From an optimization exercise on the open Yosys and OpenROAD flow, aimed at small area, a short achievable clock period and few clock cycles per item; shortcuts taken in it are not production practice. Function was checked by simulation only, so behaviour that the tests miss may differ from the original.

===== flow/design.v =====
module float_mul_pipe #(
  parameter int E_BIT = 8,
  parameter int F_BIT = 23,
  parameter int TAG_W = 4
) (
  input  logic                 clk,
  input  logic                 rst,
  input  logic                 in_valid,
  output logic                 in_ready,
  input  logic [E_BIT+F_BIT:0] in_a,
  input  logic [E_BIT+F_BIT:0] in_b,
  input  logic [TAG_W-1:0]     in_tag,
  output logic                 out_valid,
  input  logic                 out_ready,
  output logic [E_BIT+F_BIT:0] out_p,
  output logic [TAG_W-1:0]     out_tag,
  output logic [3:0]           out_flags
);
  localparam int W  = 1 + E_BIT + F_BIT;
  localparam int PW = 2*F_BIT + 2;
  localparam int XW = E_BIT + 2;
  localparam logic [XW-1:0]    BIAS    = XW'((1 << (E_BIT-1)) - 1);
  localparam logic [XW-1:0]    EXP_OVF = XW'((1 << E_BIT) - 1);
  localparam logic [E_BIT-1:0] EMAX    = '1;
  localparam logic [1:0] C_NUM = 2'd0, C_ZERO = 2'd1, C_INF = 2'd2, C_NAN = 2'd3;
  typedef struct packed {
    logic             sign;
    logic [1:0]       cls;
    logic [PW-1:0]    prod;
    logic [XW-1:0]    ex;
    logic [TAG_W-1:0] tag;
  } s1_t;
  typedef struct packed {
    logic             sign;
    logic [1:0]       cls;
    logic [F_BIT-1:0] frac;
    logic             carry;
    logic [XW-1:0]    ex;
    logic             inexact;
    logic [TAG_W-1:0] tag;
  } s2_t;
  logic [3:0]       r_vld_pipe;
  logic [W-1:0]     r_a, r_b;
  logic [TAG_W-1:0] r_tag0;
  s1_t              r_s1, w_s1;
  s2_t              r_s2, w_s2;
  logic [W-1:0]     r_p, w_p;
  logic [TAG_W-1:0] r_tag;
  logic [3:0]       r_flags, w_flags;
  logic             w_adv;
  assign w_adv     = out_ready | ~r_vld_pipe[3];
  assign in_ready  = w_adv;
  assign out_valid = r_vld_pipe[3];
  assign out_p     = r_p;
  assign out_tag   = r_tag;
  assign out_flags = r_flags;
  logic [E_BIT-1:0] w_ea, w_eb;
  logic [F_BIT-1:0] w_fa, w_fb;
  logic w_za, w_zb, w_ia, w_ib, w_na, w_nb;
  assign w_ea = r_a[W-2:F_BIT];
  assign w_eb = r_b[W-2:F_BIT];
  assign w_fa = r_a[F_BIT-1:0];
  assign w_fb = r_b[F_BIT-1:0];
  assign w_za = (w_ea == '0);
  assign w_zb = (w_eb == '0);
  assign w_ia = (w_ea == EMAX) && (w_fa == '0);
  assign w_ib = (w_eb == EMAX) && (w_fb == '0);
  assign w_na = (w_ea == EMAX) && (w_fa != '0);
  assign w_nb = (w_eb == EMAX) && (w_fb != '0);
  always_comb begin
    w_s1      = '0;
    w_s1.sign = r_a[W-1] ^ r_b[W-1];
    w_s1.tag  = r_tag0;
    w_s1.prod = {{(F_BIT+1){1'b0}}, 1'b1, w_fa} * {{(F_BIT+1){1'b0}}, 1'b1, w_fb};
    w_s1.ex   = XW'(w_ea) + XW'(w_eb) - BIAS;
    if (w_na | w_nb | (w_ia & w_zb) | (w_za & w_ib)) w_s1.cls = C_NAN;
    else if (w_ia | w_ib)                            w_s1.cls = C_INF;
    else if (w_za | w_zb)                            w_s1.cls = C_ZERO;
    else                                             w_s1.cls = C_NUM;
  end
  logic             w_msb, w_guard, w_sticky, w_up;
  logic [F_BIT-1:0] w_frac;
  assign w_msb    = r_s1.prod[PW-1];
  assign w_frac   = w_msb ? r_s1.prod[PW-2 -: F_BIT] : r_s1.prod[PW-3 -: F_BIT];
  assign w_guard  = w_msb ? r_s1.prod[F_BIT]         : r_s1.prod[F_BIT-1];
  assign w_sticky = w_msb ? |r_s1.prod[F_BIT-1:0]    : |r_s1.prod[F_BIT-2:0];
  assign w_up = w_guard & (w_sticky | w_frac[0]);
  always_comb begin
    w_s2         = '0;
    w_s2.sign    = r_s1.sign;
    w_s2.cls     = r_s1.cls;
    w_s2.tag     = r_s1.tag;
    w_s2.inexact = w_guard | w_sticky;
    w_s2.ex      = r_s1.ex + {{(XW-1){1'b0}}, w_msb};
    {w_s2.carry, w_s2.frac} = {1'b0, w_frac} + {{F_BIT{1'b0}}, w_up};
  end
  logic signed [XW-1:0] w_exp3;
  assign w_exp3 = $signed(r_s2.ex + {{(XW-1){1'b0}}, r_s2.carry});
  always_comb begin
    w_p     = '0;
    w_flags = '0;
    case (r_s2.cls)
      C_NAN: begin
        w_p     = {1'b0, EMAX, 1'b1, {(F_BIT-1){1'b0}}};
        w_flags = 4'b1000;
      end
      C_INF:  w_p = {r_s2.sign, EMAX, {F_BIT{1'b0}}};
      C_ZERO: w_p = {r_s2.sign, {(W-1){1'b0}}};
      default: begin
        if (w_exp3 <= 0) begin
          w_p     = {r_s2.sign, {(W-1){1'b0}}};
          w_flags = 4'b0011;
        end else if (w_exp3 >= $signed(EXP_OVF)) begin
          w_p     = {r_s2.sign, EMAX, {F_BIT{1'b0}}};
          w_flags = 4'b0101;
        end else begin
          w_p     = {r_s2.sign, w_exp3[E_BIT-1:0], r_s2.frac};
          w_flags = {3'b000, r_s2.inexact};
        end
      end
    endcase
  end
  always_ff @(posedge clk or posedge rst) begin
    if (rst) begin
      r_vld_pipe <= '0;
      r_a        <= '0;
      r_b        <= '0;
      r_tag0     <= '0;
      r_s1       <= '0;
      r_s2       <= '0;
      r_p        <= '0;
      r_tag      <= '0;
      r_flags    <= '0;
    end else if (w_adv) begin
      r_vld_pipe <= {r_vld_pipe[2:0], in_valid};
      r_a        <= in_a;
      r_b        <= in_b;
      r_tag0     <= in_tag;
      r_s1       <= w_s1;
      r_s2       <= w_s2;
      r_p        <= w_p;
      r_tag      <= r_s2.tag;
      r_flags    <= w_flags;
    end
  end
endmodule

===== flow/run.sh =====
#!/bin/bash
# synth_recipe.tcl (not shown) runs the flow's synth.tcl, then flattens the netlist and writes it again
# the make line also repeats each setting of config.mk as NAME=value (left out here)
make -C /OpenROAD-flow-scripts/flow DESIGN_CONFIG=/design/flow/config.mk WORK_HOME=/design/flow/orfs CLKGATE_MAP_FILE= SYNTH_SCRIPT=/design/flow/synth_recipe.tcl finish

===== flow/config.mk =====
export PLATFORM = sky130hd
export DESIGN_NAME = float_mul_pipe
export DESIGN_NICKNAME = float_mul_pipe
export VERILOG_FILES = /design/flow/design.v
export SDC_FILE = /design/flow/constraint.sdc
export NUM_CORES = 4
export LEC_CHECK = 0
export CAP_MARGIN = 20
export CORE_MARGIN = 2
export CORE_UTILIZATION = 40
export SLEW_MARGIN = 20

===== flow/constraint.sdc =====
create_clock -name core_clock -period 8.0 [get_ports {clk}]
set_input_delay 1.6000 -clock core_clock [delete_from_list [all_inputs] [get_ports {clk}]]
set_output_delay 1.6000 -clock core_clock [all_outputs]
set_load 0.01 [all_outputs]

==> notes.md <==
-- worst max-delay path: stages, from the launching register on --
cell and delay, ns:
dfrtp_1 1.07, buf_4 0.30, nand2_1 0.08, fa_1 0.55, inv_1 0.07, fa_1 0.48, fa_1 0.60, fa_1 0.47
fa_1 0.41, fa_1 0.51, inv_1 0.05, fa_1 0.47, inv_1 0.04, ha_1 0.40, nand3_1 0.16, nor3b_1 0.27
o21ai_0 0.18, a311oi_1 0.61, o21ai_1 0.21, a31oi_1 0.20, mux2i_1 0.20, o21ai_1 0.08
-- cell type report --
| type | count | area (sq um) | area share, % |
|---|---|---|---|
| diodes | 1 | 2.50 | 0.00781 |
| clock buffers | 28 | 668 | 2.09 |
| clock inverters | 20 | 282 | 0.879 |
| inverters | 589 | 2220 | 6.94 |
| multi-input cells | 2258 | 20500 | 63.8 |
| flip-flops and latches | 219 | 5480 | 17.1 |
| well taps | 950 | 1190 | 3.71 |
| repair buffers | 192 | 1740 | 5.42 |
-- worst paths after layout --
check	endpoint	cells past startpoint	startpoint
setup / recovery	r_s1[58]	21	r_b[16]
hold / removal	r_vld_pipe[3]	1	r_vld_pipe[2]
setup reg to reg	r_s1[58]	21	r_b[16]
hold reg to reg	r_vld_pipe[3]	1	r_vld_pipe[2]
max in group asynchronous	r_b[19]	3	rst
min in group asynchronous	r_s1[25]	2	rst
-- cell families after synthesis --
| logic type | count (synthesis) |
|---|---|
| AO/OA/AOI/OAI | 333 |
| XOR/XNOR | 100 |
| adder cells (fa/ha/maj) | 676 |
| buffers and inverters | 760 |
| flip-flops | 219 |
| multiplexers | 18 |
| AND/OR/NAND/NOR | 1131 |
-- flip-flops by register name, indices dropped and copies added, names as in the netlist --
name,flops
r_tag0,4
r_flags,4
r_a,32
r_s2,42
r_vld_pipe,4
r_b,32
r_tag,4
r_p,32
r_s1,65
-- cell usage in the layout, fill, tap and decap left out, drive strengths merged, types with 91 or more instances in the layout --
cell type and count:
and2 251, dfrtp 219, clkdlybuf4s50 113, ha 193, nor2 121, fa 483, a21oi 91, nand2 620
o21ai 113, inv 588
-- layer usage --
metal  part of all wire [%]  track usage, %  up-vias
li1                       -               -     9965
met1                     42            29.9    10800
met2                     47            36.3      604
met3                    7.4            5.26      152
met4                    3.5            6.93        2
met5                  0.022               0        -
-- per-stage QoR --
| step | setup WS [ns] | cell area (sq um) |
|---|---|---|
| 3_3_place_gp | 0.498 | 31100 |
| 2_1_floorplan | 0.407 | 28800 |
| 3_5_place_dp | 0.577 | 31100 |
| 4_1_cts | 0.526 | 32000 |
| 5_1_grt | 0.0859 | 32000 |
| 6_report | 0.448 | 32000 |
==> reports/metrics.cfg <==
[outcome]
status = no timing/DRC/antenna violations

[clock_tree]
cts_tree = built
ctsHoldBuffers = 0
clockBufferDepth = 3
cts_setup_buffers = 0
cts_made_buffers = 26
clock-root-buffer = clkbuf_16
clk_latency_ns = 0.59
cts.sinks = 219
ctsResizeCount = 0
htree_levels = 1
clkTransAtPathRegs_ns = 0.06

[synthesis]
syn_area_sq_mm = 0.0288
synthCells = 3237
synth_xor_area_share_pct = 3.04
yosys.area_share.simple_pct = 18.1
ys_seq_elements = 219
async_flop_share_pct = 100
avgSynthCellArea_sq_um = 8.91
yosysSeqAreaShare_pct = 19.0
synth.area.mux_share_pct = 0.629
synth_compound_area_share_pct = 7.21
synth_top_flop_cell = dfrtp_1
synth_fa_ha_area_share_pct = 41.9
synth_nets = 3985
synth_largest_area_cell = fa_1
synth.most_common_cell = nand2_1
synth_cell_type_count = 72
synth_edf_count = 0
synth_top_family_by_area = adder cells
ys_warn_count = 1
synth_area_leaders = fa_1 34%, dfrtp_1 19%, ha_1 8.4%
synth_common_cells = 618 x nand2_1, 585 x inv_1, 483 x fa_1
netlist.area_leader.share_pct = 33.5

[final_layout]
filler_cell_count = 7044
finalNetCount = 4034
area.growth.synth_to_final_pct = 11.1
final_cells = 4257
layout-drive-gt1-share_pct = 4.45
postLayoutCoreUtil_pct = 44.8

[placed_design]
dp_cells = 4208
portBuffers = 113
hpwl_mm = 64.2
globalplace.congestion = 0.916

[sta]
setup_viol = 0
whs_ns = 0.462
tightestPinTransition_ns = 1.11
timing.final.crit_share_pct = 94.4
period_needed_ns = 7.55
drv_slew = 0
fin_skew_ns = 0.0329
clock.fmax_mhz = 132
setup_tns_ns = 0
hold_violations = 0
slew-limit-headroom_pct = 26.2
rsz0062_at_grt = false

[critical_path]
criticalPathCategory = register to register
cp.arrival_ns = 8.00
end_kind = register
cp-start-kind = register
ff2ff_setup_slack_ns = 0.45
worst_ep_required_time_ns = 8.45
cp_max_fo = 18

[global_route]
grt_pass1_wl_mm = 128
grt_pass1_vias = 22500
grt_max_degree = 159
antenna_found_initial = 2
grt_use_total_pct = 22.5
overflow = 0

[die]
start_util_pct = 40.3
die_w_um = 272
die_area_sq_mm = 0.0742
boundaryPins = 114
rows = 98
design.core.area_sq_mm = 0.0715
die_h_um = 272

[drt]
drtIter0Drc = 1324
firstDrtPassIters = 5
remaining_drc_errors = 0
vias_per_cell = 5.06
vias = 21500
ant_nets = 0
routed_wl_mm = 81.0
wl_per_cell_um = 19.0

[min_path]
min_path_type = register to register

[job]
maxCapViolCount = 0

Testbench counts, summed over its fixed seeds: cycles 160,032, items 160,000.

## re-timing with driven ports
No port has a modelled driver above. Below, the same layout with a new extraction and two added sets of constraints. Step 1 assumes that a clkbuf_16 drives the clock port and a buf_2 every other input. Step 2 also shifts input and output timing later by t, the mid clock arrival at the registers, as if the neighbouring blocks saw the same clock. a / b / c = no drivers / after step 1 / after step 2; a / b = the first two.
t, ns: 0.627
setup WS [ns]: 0.448 / 0.448 / 0.448
slew at the worst register clock pin (ns): 0.07 / 0.07
After both steps this run still meets setup and hold. The setup slack of this run moves by 0.000 ns with the drivers and by 0.000 ns with both steps.
